This is an optimization exercise on Yosys and OpenROAD, whose aim is small area, not a production implementation. The RTL was checked by simulation tests, not by an equivalence proof against the original design. Power figures rest on the tool's default switching activity, not on a simulated workload.

## flow/design.v (module list and top-level ports; edited modules follow where they fit)
// module fse_lms_updater: 1720 lines
// module lms_fa: 4 lines
// module lms_aoi22: 3 lines
// module lms_xor: 3 lines
// module lms_xnor: 3 lines
// module lms_ha: 4 lines
module fse_lms_updater (
   input  logic         clk,
   input  logic         i_reset,
   input  logic [7:0]   i_is_data_I,
   input  logic [7:0]   i_is_data_Q,
   input  logic         i_ctrl,
   input  logic         i_baud,
   input  logic [11:0]  i_fse_I,
   input  logic [11:0]  i_fse_Q,
   input  logic         i_en_rx,
   input  logic         i_en_lms,
   output logic [71:0]  o_taps_I,
   output logic [71:0]  o_taps_Q,
   output logic         o_en_taps,
   output logic         o_overrun
);
  // ...
==> flow/flow/run.sh <==
#!/bin/bash
# Own layout flow: the standard synthesis (standard.sh synth, unchanged),
# then the drive-1 resizing of flow/downsize.tcl on the synthesized netlist,
# then the standard ORFS layout (standard.sh finish) with minimum-size port
# buffers and a clock tree built without dummy loads from larger sink
# clusters. ORFS writes each tool's full log under orfs/logs/; the output of
# each command run here goes to a log file of its own in this folder.
set -euo pipefail
bash standard.sh synth > make_synth.log 2>&1
R=orfs/results/${FLOW_PLATFORM}/fse_lms_updater/base
LIB_FILE=${FLOW_HOME}/platforms/${FLOW_PLATFORM}/lib/sky130_fd_sc_hd__tt_025C_1v80.lib \
ODB=$R/1_synth.odb MAX_FANOUT=4 \
  openroad -no_init -exit flow/downsize.tcl > downsize.log 2>&1
touch $R/1_synth.sdc
export BUFFER_PORTS_ARGS="-buffer_cell sky130_fd_sc_hd__buf_1"
export CTS_ARGS="-sink_clustering_enable -repair_clock_nets -dont_use_dummy_load -buf_list sky130_fd_sc_hd__clkbuf_16 -sink_clustering_size 30 -sink_clustering_max_diameter 80"
bash standard.sh finish > make_layout.log 2>&1
==> flow/flow/downsize.tcl <==
# Resize the synthesized netlist's logic cells to drive strength 1 where the
# drive-1 cell is smaller and the cell drives few loads (ABC maps the small
# tree cells of the datapath with drive-2 cells). Registers, buffers,
# inverters and clock cells are left alone; the placement's repair_design and
# repair_timing size cells up again where slew or timing need it.
read_liberty $::env(LIB_FILE)
read_db $::env(ODB)
set lib [lindex [get_libs *] 0]
set n 0
set saved 0.0
foreach inst [get_cells *] {
  set m [get_property $inst ref_name]
  if {![regexp {^(sky130_fd_sc_hd__([a-z0-9]+))_([0-9]+)$} $m -> base fn drive]} { continue }
  if {$drive == 1} { continue }
  if {[regexp {^(df|edf|sdf|dl|buf|clk|inv|bufinv|conb|tap|fill|decap|diode|dly|probe|lpflow)} $fn]} { continue }
  set small [get_lib_cells -quiet */${base}_1]
  if {$small eq ""} { continue }
  set a_old [get_property [get_lib_cells */$m] area]
  set a_new [get_property $small area]
  if {$a_new >= $a_old} { continue }
  set fo 0
  foreach p [get_pins -of_objects $inst -filter "direction == output"] {
    set net [get_nets -quiet -of_objects $p]
    if {$net ne ""} { incr fo [llength [get_pins -quiet -of_objects $net -filter "direction == input"]] }
  }
  if {$fo > $::env(MAX_FANOUT)} { continue }
  replace_cell [get_full_name $inst] ${base}_1
  incr n
  set saved [expr {$saved + $a_old - $a_new}]
}
puts "downsize: resized $n cells, saved [format %.1f $saved] um2"
write_db $::env(ODB)
==> flow/standard.sh <==
#!/bin/bash
# synth_recipe.tcl (not shown) runs the flow's synth.tcl, then flattens the netlist and writes it again
# the make line also repeats each setting of config.mk as NAME=value (left out here)
make -C /OpenROAD-flow-scripts/flow DESIGN_CONFIG=/design/flow/config.mk WORK_HOME=/design/flow/orfs CLKGATE_MAP_FILE= SYNTH_SCRIPT=/design/flow/synth_recipe.tcl "${@:-finish}"
==> flow/config.mk <==
export PLATFORM = sky130hd
export DESIGN_NAME = fse_lms_updater
export DESIGN_NICKNAME = fse_lms_updater
export VERILOG_FILES = /design/flow/design.v
export SDC_FILE = /design/flow/constraint.sdc
export NUM_CORES = 4
export LEC_CHECK = 0
export CAP_MARGIN = 20
export CORE_MARGIN = 2
export CORE_UTILIZATION = 70
export PLACE_DENSITY_LB_ADDON = 0.0
export SLEW_MARGIN = 20
export SYNTH_HIERARCHICAL = 1
==> flow/constraint.sdc <==
create_clock -name core_clock -period 13.0 [get_ports {clk}]
set_input_delay 2.6000 -clock core_clock [delete_from_list [all_inputs] [get_ports {clk}]]
set_output_delay 2.6000 -clock core_clock [all_outputs]
set_load 0.01 [all_outputs]
==> flow_results.org, run 1 <==
** Run status
- Result of the run :: no timing/DRC/antenna violations

** Power
- Power consumed by sequential cells :: between 3 and 4 mW
- In this run, power in combinational logic comes to about 660 µW.
- Logic gate share of total power :: between 10% and 20%
- The analysis attributes to cell leakage a power of 11.7 nW.
- Post-route total power :: approximately 5.6 mW
- P_clk :: 1.03 mW
- Biggest consumer :: registers
- Power per cell area :: approximately 160 mW/mm²

** Worst hold path
- The worst hold path terminates at r_aQn[67]$_DFFE_PP_.
- Instance count along the most critical hold path :: 0
- Worst min-delay path category :: flip-flop to flip-flop

** Setup path
- CP Depth :: 32
- The critical path in this run is classified as flip-flop to flip-flop.
- Of all nets on the critical path, the largest fanout is 26.
- Critical register-to-register path startpoint :: r_rI[3]$_DFF_P_

** Clock network
- In this run the deepest clock path goes through 3 buffers.
- CTS buffer count :: 30
- Maximum level of the CTS H-tree :: 1

** Die
- Taps Inserted :: around 610
- The die is 221 µm wide.

** Final layout
- Sequential portion of the cell area :: 60.0%
- The fraction of final cell area spent on clock buffers and inverters in this run is 2.13%.
- The biggest slice of the area belongs to sequential cells.
- Counting the fill cells in the layout gives roughly 2700.
- Commonest non-fill, non-tap cells in the layout :: sky130_fd_sc_hd__edfxtp_1 (672), sky130_fd_sc_hd__fa_1 (224), sky130_fd_sc_hd__a22oi_1 (206), sky130_fd_sc_hd__buf_1 (190), sky130_fd_sc_hd__nor2_1 (171)
- Layout clock buffer count :: 30
- Leaving out fill and tap cells, the most frequent cell in the layout is sky130_fd_sc_hd__edfxtp_1.
- Ratio of cells with drive above 1 in the final layout :: just under 5%
- Once layout is done, the placed cells without fillers occupy about 0.035 mm².
- Number of sequential storage elements :: roughly 720

** STA
- The worst path needs ~12000 ps of the cycle, external delays included.
- Setup violations remaining at the end of the flow were counted as 0.
- Setup repair after global routing left no endpoint under its margin.
- Worst Tran Pin Value :: ~1100 ps

** Place
- After legalization and detailed placement, the total HPWL measured between 40000 and 50000 µm.
- Worst-case setup slack after placement :: about 940 ps

** Yosys
- Dividing the synthesized area by the synthesized cell count gives ~16 µm².
- Yosys warnings :: 7

** Route
- Number of search-and-repair iterations in the first detailed-routing pass :: 7
- Average wire per cell in the routed design :: 23.7 µm

** Global route
- GRT Overall Usage :: approximately 28%
- The number of global-route vias before repair came to 17700.
- For met1 alone, demand over resource in global routing was between 40% and 50%.
==> run 2: changes to the inputs <==
--- a/flow/flow/run.sh
+++ b/flow/flow/run.sh
@@ -13,5 +13,5 @@
   openroad -no_init -exit flow/downsize.tcl > downsize.log 2>&1
 touch $R/1_synth.sdc
 export BUFFER_PORTS_ARGS="-buffer_cell sky130_fd_sc_hd__buf_1"
-export CTS_ARGS="-sink_clustering_enable -repair_clock_nets -dont_use_dummy_load -buf_list sky130_fd_sc_hd__clkbuf_16 -sink_clustering_size 30 -sink_clustering_max_diameter 80"
+export CTS_ARGS="-sink_clustering_enable -repair_clock_nets -dont_use_dummy_load -buf_list \"sky130_fd_sc_hd__clkbuf_8 sky130_fd_sc_hd__clkbuf_16\" -sink_clustering_size 20 -sink_clustering_max_diameter 50"
 bash standard.sh finish > make_layout.log 2>&1
--- a/flow/config.mk
+++ b/flow/config.mk
@@ -7,7 +7,6 @@
 export LEC_CHECK = 0
 export CAP_MARGIN = 20
 export CORE_MARGIN = 2
-export CORE_UTILIZATION = 70
-export PLACE_DENSITY_LB_ADDON = 0.0
+export CORE_UTILIZATION = 55
 export SLEW_MARGIN = 20
 export SYNTH_HIERARCHICAL = 1
==> run 2 against run 1 <==
Combinational power increased by 3.3%. Register-to-register slack better by 90 ps. Cell area increased by 2.9%. Clock power is about 50% higher. Sequential share of layout area is 1.7 points lower. Via count down 1.5%. Power is 8.8% higher. Die area rose by 27%. Global-route usage shrank 5.6 points. Area after synthesis stayed put. Largest power group unchanged.
==> flow_results.org, run 2 <==
** Final layout
- Post-layout net count :: 2590
- In the layout the commonest cells are sky130_fd_sc_hd__edfxtp_1 (672), sky130_fd_sc_hd__fa_1 (224), sky130_fd_sc_hd__a22oi_1 (206), sky130_fd_sc_hd__buf_1 (190), sky130_fd_sc_hd__nor2_1 (169).
- Final cell utilization of the core :: between 60% and 70%
- Commonest non-fill, non-tap cell in the layout :: sky130_fd_sc_hd__edfxtp_1
- Design area :: 0.0363 mm² (+2.9%)
- Layout filler cell count :: 4459 (+65%)
- Ratio of cells with drive above 1 in the final layout :: 6.59% (+1.7 points)
- In the final layout, the registers with the most flip-flops are r_aIn: 180 flops, r_aQn: 180 flops.
- 0 antenna diodes ended up in the layout.
- Relative to the synthesized area, the layout overhead comes to 10.4%.

** Clock network
- The number of setup buffers added after CTS is 0.
- Buffers inserted to repair hold after CTS numbered 0.
- TritonCTS built the clock tree.
- The maximum clock path buffer count came to 3 (unchanged).
- The root buffer cell chosen for the clock tree is sky130_fd_sc_hd__clkbuf_16.
- CTS saw 716 sinks.
- Count of instances resized after the clock tree is built :: 0
- The number of H-tree branching levels is 2 (+1).
- CTS buffer count :: 61 (+100%)
- Clk latency of the worst-skew pair :: approximately 640 ps
- After clock tree synthesis, the clock-pin slew on the worst setup and hold paths is ~60 ps.

** Route
- Antenna Nets Post-Route :: 0
- Via count :: 17500
- Ratio of routed vias to standard cells :: 5.77
- Total length of routed wires :: 67700 µm
- DR DRC count :: 0
- First-iteration detailed-routing DRC count :: 1592
- Number of search-and-repair iterations in the first detailed-routing pass :: 6 (-1)
- The detail-routed net length per standard cell is 22.3 µm (-5.8%).

** Setup path
- Crit Path Max Fanout :: 26 (unchanged)
- The worst register-to-register path ends at r_aQn[176]$_DFFE_PP_.
- Most numerous cell on the critical path :: sky130_fd_sc_hd__fa_1
- The worst register-to-register path begins at r_rI[0]$_DFF_P_.
- The largest individual stage delay along the critical path comes from the cell sky130_fd_sc_hd__dfxtp_1.
- Crit. Startpoint :: r_rI[0]$_DFF_P_
- CP Depth :: 32 (unchanged)
- STA puts the critical path data arrival time at approximately 12000 ps.
- The critical path ends at r_aQn[176]$_DFFE_PP_.
- The worst register-to-register path has a depth of 32.
- The critical path is of the flip-flop to flip-flop type.
- Delay contributed by the slowest stage of the critical path :: ~930 ps
- Launching element type of the critical path :: flip-flop
- The cell family contributing the most delay on the critical path is adder cells.
- Crit path buf inv count :: 1
- In this run the register-to-register setup slack is between 800 and 900 ps.
- Endpoint kind of the worst setup timing path :: flip-flop
- STA puts the critical path data required time at between 10000 and 15000 ps.

** Die
- Die Footprint :: between 0.06 and 0.07 mm²
- Chip Width :: 248 µm (+13%)
- Row generation in the floorplan step produced a little under 90 rows.
- Die Y-Extent :: between 200 and 250 µm
- IO Pins :: 192
- Core ar. :: approximately 0.059 mm²
- The initial utilization of the core area, before any placement, comes to between 50% and 60%.

** Global route
- GRT Overall Usage :: 22.5% (-5.6 points)
- Global routing finished with a remaining overflow of 0.
- Number of antenna violations at the first check in global routing :: 1
- Entering global routing, the biggest net connects 198 pins.
- Global-route wire length before repair :: between 100000 and 150000 µm
- The number of global-route vias before repair was 17800 (+0.67%).

** STA
- Fmax :: approximately 82 MHz
- The total count of max-transition violations in the final report is 0.
- Final critical delay including setup and external delays :: 12150 ps (-88.1 ps)
- Setup violators final :: 0 (unchanged)
- The actual transition at the worst max-transition pin is 1160 ps (+103 ps).
- Final Hold Viols :: 0
- Fin Setup TNS :: 0 ps
- Fraction of the cycle the final worst path needs :: between 90% and 100%
- Measured against its own limit, the worst slew margin works out to a little under a quarter.
- Clock skew on the completed layout was measured at around 97 ps.
- Worst path setup slack after routing :: around 850 ps
- Setup repair after global routing left no endpoint under its margin.

** Power
- Power per cell area :: 168 mW/mm² (+5.7%)
- The total leakage power was 12.1 nW (+3.5%).
- Worst IR drop on VDD :: 281 µV
- The total power consumption of the routed design came to 6.08 mW (+8.8%).

** Worst hold path
- The depth of the worst hold-timing path was 0 (unchanged).
- Worst min-delay path category :: flip-flop to flip-flop

** Run status
- The flow ran to the end and the layout has no timing, DRC or antenna violations.

** Yosys
- Area of the mapped netlist :: about 0.033 mm²
- Synthesis produced a netlist with a net count of roughly 2300.
- Counting every instance in the synthesized netlist gives between 2000 and 2500.
- The number of warnings reported in the yosys synthesis log was 7 (unchanged).
- The mean post-synth cell area came to 16.3 µm² (unchanged).

** Place
- The detailed placer's ending HPWL was 44300 µm (-0.45%).
- The setup slack after placement came to 947 ps (+4.32 ps).
- After detailed placement, the total cell area comes to ~0.035 mm².
- Routability congestion estimate :: about 0.86
- During placement, the flow inserted port buffers numbering 191.

** Run
- Number of violations of the max-capacitance limit :: 0
## run 2: cell count changes in the layout (fill, tap and decap cells not counted), sizes merged
cell / delta
clkbuf: +31
buf: +5
## run 2: where the power goes
part	total, mW	leakage, nW	internal, mW	switching, mW
combinational	0.681	4.79	0.123	0.558
clock	1.54	0.752	0.816	0.723
sequential	3.86	6.52	3.51	0.354
## run 2: worst register-to-register path, delay by kind of cell (launching register included)
family / cells / cell delay (ps)
flip-flops: 1 / 930
adder cells (fa/ha/maj): 22 / 8960
AND/OR/NAND/NOR: 2 / 180
buffers and inverters: 1 / 90
XOR/XNOR: 1 / 190
AO/OA/AOI/OAI: 6 / 1580
## run 2: cell type report
| cell class | count | area, µm² | share of cell area (%) |
|---|---|---|---|
| flip-flops and latches | 716 | 21100 | 58.3 |
| well taps | 773 | 967 | 2.67 |
| repair buffers | 234 | 1060 | 2.92 |
| inverters | 63 | 241 | 0.666 |
| multi-input cells | 1187 | 11300 | 31.3 |
| clock buffers | 61 | 1530 | 4.21 |
## run 2: through the flow
stage	hold WS (ps)	std cells
CTS	349	3034
finish	342	3034
global route	351	3034
floorplan	400	2010
global placement	401	2973
detailed placement	405	2973
## run 2: how the worst min path moves through the flow
stage                         start                    to
6_report       r_aIn[164]$_DFFE_PP_  r_aIn[144]$_DFFE_PP_
3_5_place_dp   r_aIn[128]$_DFFE_PP_  r_aIn[108]$_DFFE_PP_
4_1_cts        r_aIn[164]$_DFFE_PP_  r_aIn[144]$_DFFE_PP_
5_1_grt        r_aIn[164]$_DFFE_PP_  r_aIn[144]$_DFFE_PP_
2_1_floorplan   r_aIn[20]$_DFFE_PP_    r_aIn[0]$_DFFE_PP_
3_3_place_gp   r_aIn[171]$_DFFE_PP_  r_aIn[151]$_DFFE_PP_
## run 2: per-layer routing
| metal | GRT usage, % | up-vias | wire (µm) |
|---|---|---|---|
| met5 | 0 | - | 0 |
| met3 | 4.20 | 89 | 4440 |
| met1 | 33.0 | 8934 | 29800 |
| met2 | 35.2 | 578 | 32000 |
| met4 | 5.57 | 0 | 1380 |
| li1 | - | 7899 | - |

## separate check: timing with driven ports
No port has a modelled driver above. Below, the same layouts with a new extraction and two added sets of constraints. Step 1 sets driving cells, clkbuf_16 on the clock port and buf_2 on the other inputs (assumed; they add their load-dependent delay and slew). Step 2 also shifts input and output timing later by t, the mid clock arrival at the registers, as if the neighbouring blocks saw the same clock. Slacks: ideal / step 1 / step 2; pairs: ideal / step 1.
run	t (ns)	setup WS [ns]	latest minus earliest clock arrival (ns)
run 1	0.653	0.759 / 0.759 / 0.759	0.067 / 0.067
run 2	0.655	0.847 / 0.847 / 0.847	0.103 / 0.103
After both steps setup and hold are still met in every run listed.
